Context: an optimization exercise on an open-source flow, tuned for small area and a short achievable clock period. The choices shown serve that exercise and are no tape-out recipe. Only simulation tests tie the RTL to the original design; equivalence was not proved. No activity file was given, so power comes from the tool's default toggle rates.

[design/flow/config.mk]
export PLATFORM = sky130hd
export DESIGN_NAME = cdma_img_fifo_128x11
export DESIGN_NICKNAME = cdma_img_fifo_128x11
export VERILOG_FILES = /design/flow/design.v
export SDC_FILE = /design/flow/constraint.sdc
export NUM_CORES = 4
export LEC_CHECK = 0
export ABC_CLOCK_PERIOD_IN_PS = 2200
export CAP_MARGIN = 20
export CORE_MARGIN = 2
export CORE_UTILIZATION = 65
export CTS_CLUSTER_DIAMETER = 80
export CTS_CLUSTER_SIZE = 28
export SETUP_SLACK_MARGIN = 2.2
export SLEW_MARGIN = 20
[design/flow/constraint.sdc]
create_clock -name core_clock -period 4.2 [get_ports {clk}]
set_input_delay 0.8400 -clock core_clock [delete_from_list [all_inputs] [get_ports {clk}]]
set_output_delay 0.8400 -clock core_clock [all_outputs]
set_load 0.01 [all_outputs]
[design/flow/design.v]
package cdma_img_fifo_128x11_pkg;
  localparam int DEPTH  = 128;
  localparam int WIDTH  = 11;
  localparam int ADDR_W = 7;
  localparam int CNT_W  = 8;
  typedef logic [ADDR_W-1:0] addr_t;
  typedef logic [CNT_W-1:0]  cnt_t;
  typedef logic [WIDTH-1:0]  data_t;
  localparam cnt_t FULL_CNT = 8'd128;
endpackage
module ram_128x11
(
  input  logic        clk,
  input  logic [7:0]  wlo,
  input  logic [15:0] whi,
  input  logic        we,
  input  logic [10:0] di,
  input  logic [7:0]  rlo,
  input  logic [15:0] rhi,
  input  logic [15:0] rhi2,
  output logic [10:0] qa,
  output logic [10:0] qb
);
  logic [10:0] mem_r [128];
  logic [10:0] grp_s [8];
  always_ff @(posedge clk) begin
    for (int k = 0; k < 128; k++) begin
      if (we & whi[k/8] & wlo[k%8]) begin
        mem_r[k] <= di;
      end
    end
  end
  always_comb begin
    for (int i = 0; i < 8; i++) begin
      grp_s[i] = '0;
      for (int j = 0; j < 16; j++) begin
        grp_s[i] = grp_s[i] | (mem_r[8*j+i] & {11{(i < 4) ? rhi[j] : rhi2[j]}});
      end
    end
    qa = '0;
    qb = '0;
    for (int i = 0; i < 4; i++) begin
      qa = qa | (grp_s[i] & {11{rlo[i]}});
      qb = qb | (grp_s[i+4] & {11{rlo[i+4]}});
    end
  end
endmodule
module cdma_img_fifo_128x11
(
  input  logic             clk,
  input  logic             reset,
  input  logic             wr_req,
  output logic             wr_ready,
  input  logic [cdma_img_fifo_128x11_pkg::WIDTH-1:0] wr_data,
  output logic             rd_req,
  input  logic             rd_ready,
  output logic [cdma_img_fifo_128x11_pkg::WIDTH-1:0] rd_data,
  input  logic [31:0]      pwrbus_ram_pd
);
  logic  wr_req_in_r;                        
  cdma_img_fifo_128x11_pkg::data_t wr_data_in_r;
  logic  wr_ready_r;                         
  logic  wr_full_r;                          
  cdma_img_fifo_128x11_pkg::cnt_t  wr_count_r;
  logic [7:0]  wr_lo_r;                      
  logic [15:0] wr_hi_r;                      
  logic  wr_popping_r;                       
  logic  rd_pushing_r;                       
  cdma_img_fifo_128x11_pkg::cnt_t  rd_count_r;
  logic [7:0]  rd_lo_r;                      
  logic [15:0] rd_hi_r;                      
  logic [15:0] rd_hi2_r;                     
  logic  rd_req_p_r;                         
  logic  rd_req_int_r;                       
  cdma_img_fifo_128x11_pkg::data_t rd_data_a_r;    
  cdma_img_fifo_128x11_pkg::data_t rd_data_b_r;    
  cdma_img_fifo_128x11_pkg::data_t ram_qa_s;
  cdma_img_fifo_128x11_pkg::data_t ram_qb_s;
  logic  wr_accept_s;
  logic  wr_reserving_s;
  logic  wr_inc_s;
  logic  wr_dec_s;
  logic  wr_full_next_s;
  logic  wr_req_in_next_s;
  cdma_img_fifo_128x11_pkg::cnt_t  wr_count_next_s;
  logic  rd_popping_s;
  logic  rd_inc_s;
  logic  rd_dec_s;
  cdma_img_fifo_128x11_pkg::cnt_t  rd_count_next_s;
  logic  rd_req_p_next_s;
  logic  rd_req_int_next_s;
  function automatic [7:0] cnt_inc(input [7:0] c);
    for (int i = 0; i < 8; i++) begin
      cnt_inc[i] = c[i] ^ ((c & ((8'd1 << i) - 8'd1)) == ((8'd1 << i) - 8'd1));
    end
  endfunction
  function automatic [7:0] cnt_dec(input [7:0] c);
    for (int i = 0; i < 8; i++) begin
      cnt_dec[i] = c[i] ^ ((c & ((8'd1 << i) - 8'd1)) == 8'd0);
    end
  endfunction
  always_comb begin
    wr_accept_s      = wr_req & wr_ready_r;
    wr_reserving_s   = wr_req_in_r & ~wr_full_r;
    wr_inc_s         = wr_reserving_s & ~wr_popping_r;
    wr_dec_s         = wr_popping_r & ~wr_reserving_s;
    if (wr_inc_s) begin
      wr_count_next_s = cnt_inc(wr_count_r);
    end else if (wr_dec_s) begin
      wr_count_next_s = cnt_dec(wr_count_r);
    end else begin
      wr_count_next_s = wr_count_r;
    end
    wr_full_next_s   = wr_full_r ? ~wr_popping_r : (wr_inc_s & (wr_count_r == 8'd127));
    wr_req_in_next_s = wr_accept_s | (wr_req_in_r & wr_full_r);
  end
  always_ff @(posedge clk) begin
    if (reset) begin
      wr_req_in_r  <= 1'b0;
      wr_ready_r   <= 1'b1;
      wr_full_r    <= 1'b0;
      wr_count_r   <= 8'd0;
      wr_lo_r      <= 8'd1;
      wr_hi_r      <= 16'd1;
      wr_popping_r <= 1'b0;
    end else begin
      wr_req_in_r  <= wr_req_in_next_s;
      wr_ready_r   <= ~(wr_req_in_next_s & wr_full_next_s);
      wr_full_r    <= wr_full_next_s;
      wr_count_r   <= wr_count_next_s;
      if (wr_reserving_s) begin
        wr_lo_r <= {wr_lo_r[6:0], wr_lo_r[7]};
        if (wr_lo_r[7]) wr_hi_r <= {wr_hi_r[14:0], wr_hi_r[15]};
      end
      wr_popping_r <= rd_popping_s;
    end
  end
  always_ff @(posedge clk) begin
    if (wr_accept_s) begin
      wr_data_in_r <= wr_data;
    end
  end
  always_comb begin
    rd_popping_s      = rd_req_p_r & (~rd_req_int_r | rd_ready);
    rd_inc_s          = rd_pushing_r & ~rd_popping_s;
    rd_dec_s          = rd_popping_s & ~rd_pushing_r;
    if (rd_inc_s) begin
      rd_count_next_s = cnt_inc(rd_count_r);
    end else if (rd_dec_s) begin
      rd_count_next_s = cnt_dec(rd_count_r);
    end else begin
      rd_count_next_s = rd_count_r;
    end
    rd_req_p_next_s   = rd_pushing_r | (rd_req_p_r & ~(rd_popping_s & (rd_count_r == 8'd1)));
    rd_req_int_next_s = rd_popping_s | (rd_req_int_r & ~rd_ready);
  end
  always_ff @(posedge clk) begin
    if (reset) begin
      rd_pushing_r <= 1'b0;
      rd_count_r   <= 8'd0;
      rd_lo_r      <= 8'd1;
      rd_hi_r      <= 16'd1;
      rd_hi2_r     <= 16'd1;
      rd_req_p_r   <= 1'b0;
      rd_req_int_r <= 1'b0;
    end else begin
      rd_pushing_r <= wr_reserving_s;
      rd_count_r   <= rd_count_next_s;
      if (rd_popping_s) begin
        rd_lo_r <= {rd_lo_r[6:0], rd_lo_r[7]};
        if (rd_lo_r[7]) rd_hi_r <= {rd_hi_r[14:0], rd_hi_r[15]};
        if (rd_lo_r[7]) rd_hi2_r <= {rd_hi2_r[14:0], rd_hi2_r[15]};
      end
      rd_req_p_r   <= rd_req_p_next_s;
      rd_req_int_r <= rd_req_int_next_s;
    end
  end
  ram_128x11 u_ram (
    .clk  (clk),
    .wlo  (wr_lo_r),
    .whi  (wr_hi_r),
    .we   (wr_reserving_s),
    .di   (wr_data_in_r),
    .rlo  (rd_lo_r),
    .rhi  (rd_hi_r),
    .rhi2 (rd_hi2_r),
    .qa   (ram_qa_s),
    .qb   (ram_qb_s)
  );
  always_ff @(posedge clk) begin
    rd_data_a_r <= rd_popping_s ? ram_qa_s : (rd_data_a_r & {11{rd_req_int_r}});
    rd_data_b_r <= rd_popping_s ? ram_qb_s : (rd_data_b_r & {11{rd_req_int_r}});
  end
  assign wr_ready = wr_ready_r;
  assign rd_req   = rd_req_int_r;
  assign rd_data  = rd_data_a_r | rd_data_b_r;
endmodule
[design/flow/run.sh]
#!/bin/bash
# synth_recipe.tcl (not shown) runs the flow's synth.tcl, then flattens the netlist and writes it again
# the make line also repeats each setting of config.mk as NAME=value (left out here)
make -C /OpenROAD-flow-scripts/flow DESIGN_CONFIG=/design/flow/config.mk WORK_HOME=/design/flow/orfs CLKGATE_MAP_FILE= SYNTH_SCRIPT=/design/flow/synth_recipe.tcl finish
==> impl_metrics.csv, run 1 <==
group,metric,value,unit
outcome,status,"finished clean",
yosys,yosys_register_bits,1528,
yosys,syn_nets,3113,
cells_and_area,drive_gt1_share,21.92,%
placement,portBuffers,27,
critical_path,r2r-end,"rd_data_a_r[5]",
floorplan,initial_utilization,65.81,%
pwr,p_clk_share,29.5,%
hold_path,hp-class,"flip-flop to flip-flop",
yosys,netlist_area,55250,um^2
critical_path,endpoint_kind,"output pin",
cells_and_area,fillers,4794,
yosys,synth.yosys.seq_area_share,81.08,%
yosys,synthCells,3064,
timing,period_needed,2.304,ns
drt,routed_via_density,7.551,
cts,cts_hold_buf,0,
critical_path,r2r_cells,6,
timing,fin_skew,0.02632,ns
yosys,avgSynthCellArea,18.03,um^2
placement,dp_hpwl,84800,um
floorplan,row_count,106,
pwr,power_frac_seq,68.0,%
global_routing,grt_antenna_before_repair,10,
timing,hold_viol,0,
timing,clock.fmax,0.4341,GHz
timing,fin_tns_setup,0,ns
cts,htreeDepth,2,
pwr,switching_share,19.86,%
hold_path,holdPathEnd,"rd_data_b_r[0]",
pwr,p_sw,4876,uW
floorplan,coreArea,83950,um^2
pwr,peakVddDrop,353.1,uV
yosys,ys_types,42,
cts,cts_buffer_depth,3,
timing,slew_headroom,28.07,%
pwr,powerDensity,392.2,nW/um^2
critical_path,criticalPathCategory,"flip-flop to output pin",
cts,cts_root_buffer,"clkbuf_16",
cells_and_area,regArea,44940,um^2
timing,fin_hold_ws,0.5198,ns
timing,worstMarginPinSlew,1.079,ns
placement,gp_congestion,0.8666,
pwr,p_int,19680,uW
hold_path,hp-start,"rd_data_b_r[0]",
yosys,synth-async-reset-ratio,0,%
cells_and_area,nNetsFinal,3211,
yosys,synthFlopType,"edfxtp_1",
cells_and_area,syn_to_final_growth,13.31,%
drt,drtIter0Drc,5634,
global_routing,grt_start_max_net_pins,129,
critical_path,r2r-start,"rd_hi_r[13]",
drt,routed_wl,164100,um
cts,numCtsBuffers,60,
critical_path,crit_arrival,1.46,ns
cts,cts_tree,"done",
job,max_cap_violations,0,
timing,drv_slew,0,
floorplan,io-pin-count,60,
cells_and_area,layout_common_cells,"edfxtp_1 (1419), a22o_1 (349), a221oi_1 (217)",
global_routing,grt_pass1_wl,224500,um
global_routing,grt_usage,36.96,%
cells_and_area,layout_commonest_cell,"edfxtp_1",
floorplan,die_area,87340,um^2
timing,finalSetupViolCount,0,
drt,dr.pass1.iters,6,
critical_path,ff2ff_setup_slack,2.10,ns
cells_and_area,multiInputGateArea,11060,um^2
timing,finalCritPeriodShare,54.85,%
cells_and_area,final_util,74.57,%
timing,rsz0062_at_grt,"yes",
drt,drtAntennaViolNets,0,
yosys,ys_warn_count,4,
floorplan,die_y,295.5,um
cts,worstSkewPairLatency,0.69,ns
drt,vias,32880,
yosys,synth-edff-count,1419,
global_routing,first_global_vias,30670,
critical_path,worstSetupStartpointType,"flip-flop",
pwr,p_leak,0.01957,uW
cts,clkSinkCount,1528,
critical_path,required,3.36,ns
critical_path,critPathMaxFanout,2,
hold_path,holdPathStages,2,
floorplan,die_w,295.5,um
global_routing,grt-ovfl-total,0,
cts,cts.clk_slew.worst_paths,0.11,ns
drt,wl_per_cell,37.70,um
pwr,combinationalPowerShare,2.5,%
drt,route.detailed.drc,0,
power groups by stage:
stage               registers [uW]  logic (uW)  clock network (uW)
floorplan                    17100         213                   0
global placement             17100         511                   0
detailed placement           17100         538                   0
CTS                          16700         582                7210
global route                 16700         649                7690
finish                       16700         613                7240
how the worst max path moves through the flow:
stage | from | to | slack, ns | depth (start not counted)
floorplan | wr_data_in_r[0] | u_ram.mem_r[0][0] | 1.93 | 0
global placement | rd_ready | rd_count_r[5] | 1.29 | 10
detailed placement | rd_ready | rd_hi_r[6] | 1.25 | 8
CTS | rd_data_a_r[7] | rd_data[7] | 1.90 | 2
global route | rd_data_b_r[9] | rd_data[9] | 1.88 | 2
finish | rd_data_a_r[7] | rd_data[7] | 1.90 | 2
critical path, cell delays in order (launching register included):
cell	delay (ns)
dfxtp_2	0.34
or2_4	0.29
buf_6	0.14
cells by family after synthesis:
family | Yosys count | share of synthesized area [%]
buffers and inverters | 240 | 1.719
AOI/OAI and AO/OA | 873 | 12.97
DFF | 1528 | 81.08
adders and majority gates | 2 | 0.04529
xor gates and xnor gates | 15 | 0.2378
and+or+nand+nor | 405 | 3.938
muxes | 1 | 0.01812
cell usage after synthesis (22+ instances only):
master	n	share of area (%)
clkbuf_1	133	0.90
a21oi_1	96	0.87
buf_1	51	0.35
nand2_1	131	0.89
buf_2	36	0.33
and3_1	116	1.3
a221oi_1	353	5.6
a22o_1	352	5.6
a22oi_1	44	0.60
a31oi_1	22	0.25
dfxtp_1	109	3.9
edfxtp_1	1419	77
nand4_1	90	1.0
nor2_1	25	0.17
sequential cells by signal, indices dropped and copies added (netlist names), 8 cells and up:
name and cells:
u_ram.mem_r 1408, rd_hi2_r 16, rd_hi_r 16, wr_hi_r 16, rd_data_a_r 11, rd_data_b_r 11
wr_data_in_r 11, rd_count_r 8, rd_lo_r 8, wr_count_r 8, wr_lo_r 8
metrics by stage:
| stage | setup slack, ns | cells | power, uW | instance area, um^2 |
|---|---|---|---|---|
| 5_1_grt | 1.881 | 4347 | 25050 | 62590 |
| 3_5_place_dp | 1.255 | 4070 | 17600 | 56810 |
| 3_3_place_gp | 1.285 | 4070 | 17560 | 56810 |
| 2_1_floorplan | 1.928 | 3064 | 17360 | 55400 |
| 4_1_cts | 1.896 | 4299 | 24490 | 61230 |
| 6_report | 1.896 | 4354 | 24550 | 62600 |
routing by layer:
metal  vias up  share of wire, %  GRT usage [%]  routed length (um)
li1      13060                 -              -                   -
met1     16880                36          53.65               59790
met2      2520                46          56.33               75050
met3       409                14          8.097               22350
met4         6               4.2          13.21                6915
met5         -             0.021              0                  35
repair_timing:
action / in CTS / in global routing
endpoints found under the hold margin: 0 / 0
gates cloned: 4 / 6
gates resized for setup: 387 / 144
setup endpoints to repair: 1404 / 192
buffers inserted: 113 / 41
pin swaps: 64 / 91
area by class of cell:
class | count | share of cell area (%)
Tap cell | 1134 | 2.266
Timing Repair Buffer | 256 | 5.186
Clock buffer | 112 | 2.812
Timing Repair inverter | 1 | 0.009993
Inverter | 19 | 0.2358
Antenna cell | 8 | 0.03198
Multi-Input combinational cell | 1296 | 17.67
Sequential cell | 1528 | 71.79
==> inputs of run 2 (changes only) <==
--- a/design/flow/config.mk
+++ b/design/flow/config.mk
@@ -9,7 +9,7 @@
 export CAP_MARGIN = 20
 export CORE_MARGIN = 2
 export CORE_UTILIZATION = 65
-export CTS_CLUSTER_DIAMETER = 80
-export CTS_CLUSTER_SIZE = 28
-export SETUP_SLACK_MARGIN = 2.2
+export CTS_CLUSTER_DIAMETER = 60
+export CTS_CLUSTER_SIZE = 24
+export SETUP_SLACK_MARGIN = 2.0
 export SLEW_MARGIN = 20
==> impl_metrics.csv, run 2 <==
group,metric,value,unit
timing,finalCritPeriodShare,54.09,%
cts,cts_tree,"done",
drt,drtAntennaViolNets,0,
timing,fin_hold_ws,0.5206,ns
yosys,synth-edff-count,1419,
timing,hold_viol,0,
placement,portBuffers,27,
critical_path,endpoint_kind,"flip-flop",
timing,slew_headroom,28.54,%
floorplan,coreArea,83950,um^2
pwr,powerDensity,441.6,nW/um^2
critical_path,crit_chain,"buf_4 -> a22o_1 -> a221oi_1 -> nand4_1 -> a22oi_2 -> a31oi_1",
cells_and_area,top_register,"u_ram.mem_r",
yosys,ys_warn_count,4,
yosys,synth-async-reset-ratio,0,%
cells_and_area,drive_gt1_share,17.22,%
cts,cts_root_buffer,"clkbuf_16",
cells_and_area,layout_commonest_cell,"edfxtp_1",
yosys,synth_most_common_cell,"edfxtp_1",
yosys,yosys.area.top_type_share,77.13,%
critical_path,r2r_cells,6,
critical_path,required,4.73,ns
placement,dp_hpwl,85350,um
hold_path,holdPathStages,2,
cts,cts_buffer_depth,3,
floorplan,row_count,106,
timing,rsz0062_at_grt,"yes",
outcome,status,"finished clean",
cells_and_area,largest_reg_flops,1408,
cts,cts.clk_slew.worst_paths,0.09,ns
timing,finalSetupViolCount,0,
global_routing,grt_antenna_before_repair,6,
floorplan,die_area,87340,um^2
yosys,synth.yosys.seq_area_share,81.08,%
cts,clkSinkCount,1528,
yosys,netlist_top_cells_count,"edfxtp_1 (1419), a221oi_1 (353), a22o_1 (352), clkbuf_1 (133), nand2_1 (131)",
drt,wl_per_cell,36.02,um
drt,routed_wl,155000,um
timing,period_needed,2.272,ns
global_routing,grt_pass1_wl,213900,um
critical_path,crit_buf_inv,1,
critical_path,criticalPathCategory,"flip-flop to flip-flop",
job,max_cap_violations,0,
critical_path,slowest_stage,"dfxtp_4",
yosys,netlist_area,55250,um^2
pwr,p_leak,0.01928,uW
critical_path,worstSetupStartpointType,"flip-flop",
timing,fin_ws,1.928,ns
floorplan,die_y,295.5,um
cts,numCtsBuffers,95,
drt,route.detailed.drc,0,
global_routing,grt_start_max_net_pins,129,
drt,routed_via_density,7.425,
critical_path,critPathMaxFanout,13,
critical_path,ff2ff_setup_slack,1.93,ns
drt,drtIter0Drc,4871,
cts,htreeDepth,3,
cells_and_area,syn_to_final_growth,11.81,%
hold_path,hp-class,"flip-flop to flip-flop",
cells_and_area,nNetsFinal,3131,
cells_and_area,layout_common_cells,"edfxtp_1 (1419), a22o_1 (352), a221oi_1 (293)",
yosys,synthCells,3064,
placement,gp_congestion,0.8701,
yosys,yosys_register_bits,1528,
placement,pre_cts_slack,1.245,ns
yosys,synth_top_area_cell,"edfxtp_1",
critical_path,crit_arrival,2.80,ns
cts,worstSkewPairLatency,0.68,ns
yosys,avgSynthCellArea,18.03,um^2
timing,worstMarginPinSlew,1.072,ns
timing,fin_tns_setup,0,ns
yosys,yosys-top-cells-area,"edfxtp_1 (77%), a221oi_1 (5.6%), a22o_1 (5.6%), dfxtp_1 (3.9%), and3_1 (1.3%)",
floorplan,die_w,295.5,um
floorplan,initial_utilization,65.81,%
global_routing,grt_usage,34.94,%
drt,vias,31940,
yosys,synthFlopType,"edfxtp_1",
yosys,syn_nets,3113,
floorplan,io-pin-count,60,
yosys,ys_types,42,
timing,clock.fmax,0.4402,GHz
critical_path,worst-path-stages,6,
pwr,peakVddDrop,355.3,uV
critical_path,cpPeakStageDelay,0.46,ns
global_routing,grt-ovfl-total,0,
global_routing,first_global_vias,30030,
drt,dr.pass1.iters,6,
timing,drv_slew,0,
critical_path,critPathTopFamily,"compound AO/OA/AOI/OAI gates",
timing,fin_skew,0.03210,ns
==> run 2: metrics by stage <==
stage / cell area (um^2) / total power, uW / cells / util, %
floorplan: 55370 / 17350 / 3064 / -
global placement: 56790 / 17570 / 4068 / 67.65
detailed placement: 56790 / 17610 / 4068 / 67.65
CTS: 61060 / 27270 / 4263 / 72.73
global route: 61750 / 27880 / 4294 / 73.56
finish: 61770 / 27280 / 4302 / 73.58
==> run 2: layer usage <==
| layer | GRT usage [%] | share of wire (%) | vias to the layer above | routed length [um] |
|---|---|---|---|---|
| li1 | - | - | 12970 | - |
| met1 | 50.35 | 37 | 16430 | 58070 |
| met2 | 54.63 | 47 | 2250 | 72900 |
| met3 | 7.232 | 12 | 291 | 19230 |
| met4 | 11.04 | 3.0 | 8 | 4707 |
| met5 | 0 | 0.036 | - | 56 |
==> run 2: report_power, final <==
part	leakage, uW	total, uW	internal, uW	switching, uW
logic	0.00405	599	180	419
registers	0.0137	16700	16600	81.4
clock network	0.00155	9970	4580	5390
total	0.0193	27300	21400	5890
==> run 2: path summary, 6_finish.rpt <==
check | start | end
worst max register to register | rd_hi2_r[0] | rd_data_b_r[6]
worst min-delay path | wr_lo_r[7] | wr_lo_r[7]
worst min register to register | wr_lo_r[7] | wr_lo_r[7]
worst max-delay path | rd_hi2_r[0] | rd_data_b_r[6]
==> run 2: layout make-up <==
cell class                 count  area, um^2
clock inverter                64       693.2
tap                         1134        1419
multi-input combinational   1296       10360
timing repair buffer         142        1700
clock buffer                 111        2512
antenna                        8       20.02
sequential                  1528       44930
fill                        4903       22180
inverter                      19       137.6
==> run 2: kinds of logic (layout without fill, tap and decap cells) <==
family / after synthesis / after routing / share of synthesized area [%]
DFF: 1528 / 1528 / 81.08
AOI/OAI and AO/OA: 873 / 873 / 12.97
and+or+nand+nor: 405 / 405 / 3.938
buffers and inverters: 240 / 336 / 1.719
xor gates and xnor gates: 15 / 15 / 0.2378
adders and majority gates: 2 / 2 / 0.04529
muxes: 1 / 1 / 0.01812
other: 0 / 8 / 0
==> run 2: repair_timing <==
item / 4_1_cts / 5_1_grt
cloned: 1 / 0
endpoints found under the setup margin: 1492 / 138
setup buffers: 19 / 31
pin swaps: 36 / 47
hold buffers: 0 / 0
gates resized for setup: 283 / 59
==> run 2: worst register-to-register path, cell delays in order (launching register included) <==
cell and delay [ns]:
dfxtp_4 0.46, buf_4 0.27, a22o_1 0.23, a221oi_1 0.31
nand4_1 0.41, a22oi_2 0.34, a31oi_1 0.11

[separate check: timing with driven ports]
In the flow no input, the clock included, has a driving cell. The finished layouts below were timed again as built, in two steps.
Step 1 sets driving cells, clkbuf_16 on the clock port and buf_2 on the other inputs (assumed; they add their load-dependent delay and slew).
Step 2 adds t to the input delays and takes it off the output delays; t is the mean of the earliest and latest rising clock arrival at the registers after step 1. Input paths then give back, and output paths get back, about the clock's delay inside the block.
Slacks: no drivers / after step 1 / after step 2; pairs: no drivers / after step 1.
run | t, ns | slack for setup (ns) | worst data-port slew with drivers (ns)
run 1 | 0.748 | 1.896 / 1.830 / 1.538 | 0.04
run 2 | 0.740 | 1.928 / 1.863 / 1.653 | 0.10
After both steps every run listed still meets setup and hold. The setup slack of run 1, which loses most, moves by -0.066 ns with the drivers and by -0.358 ns with both steps.
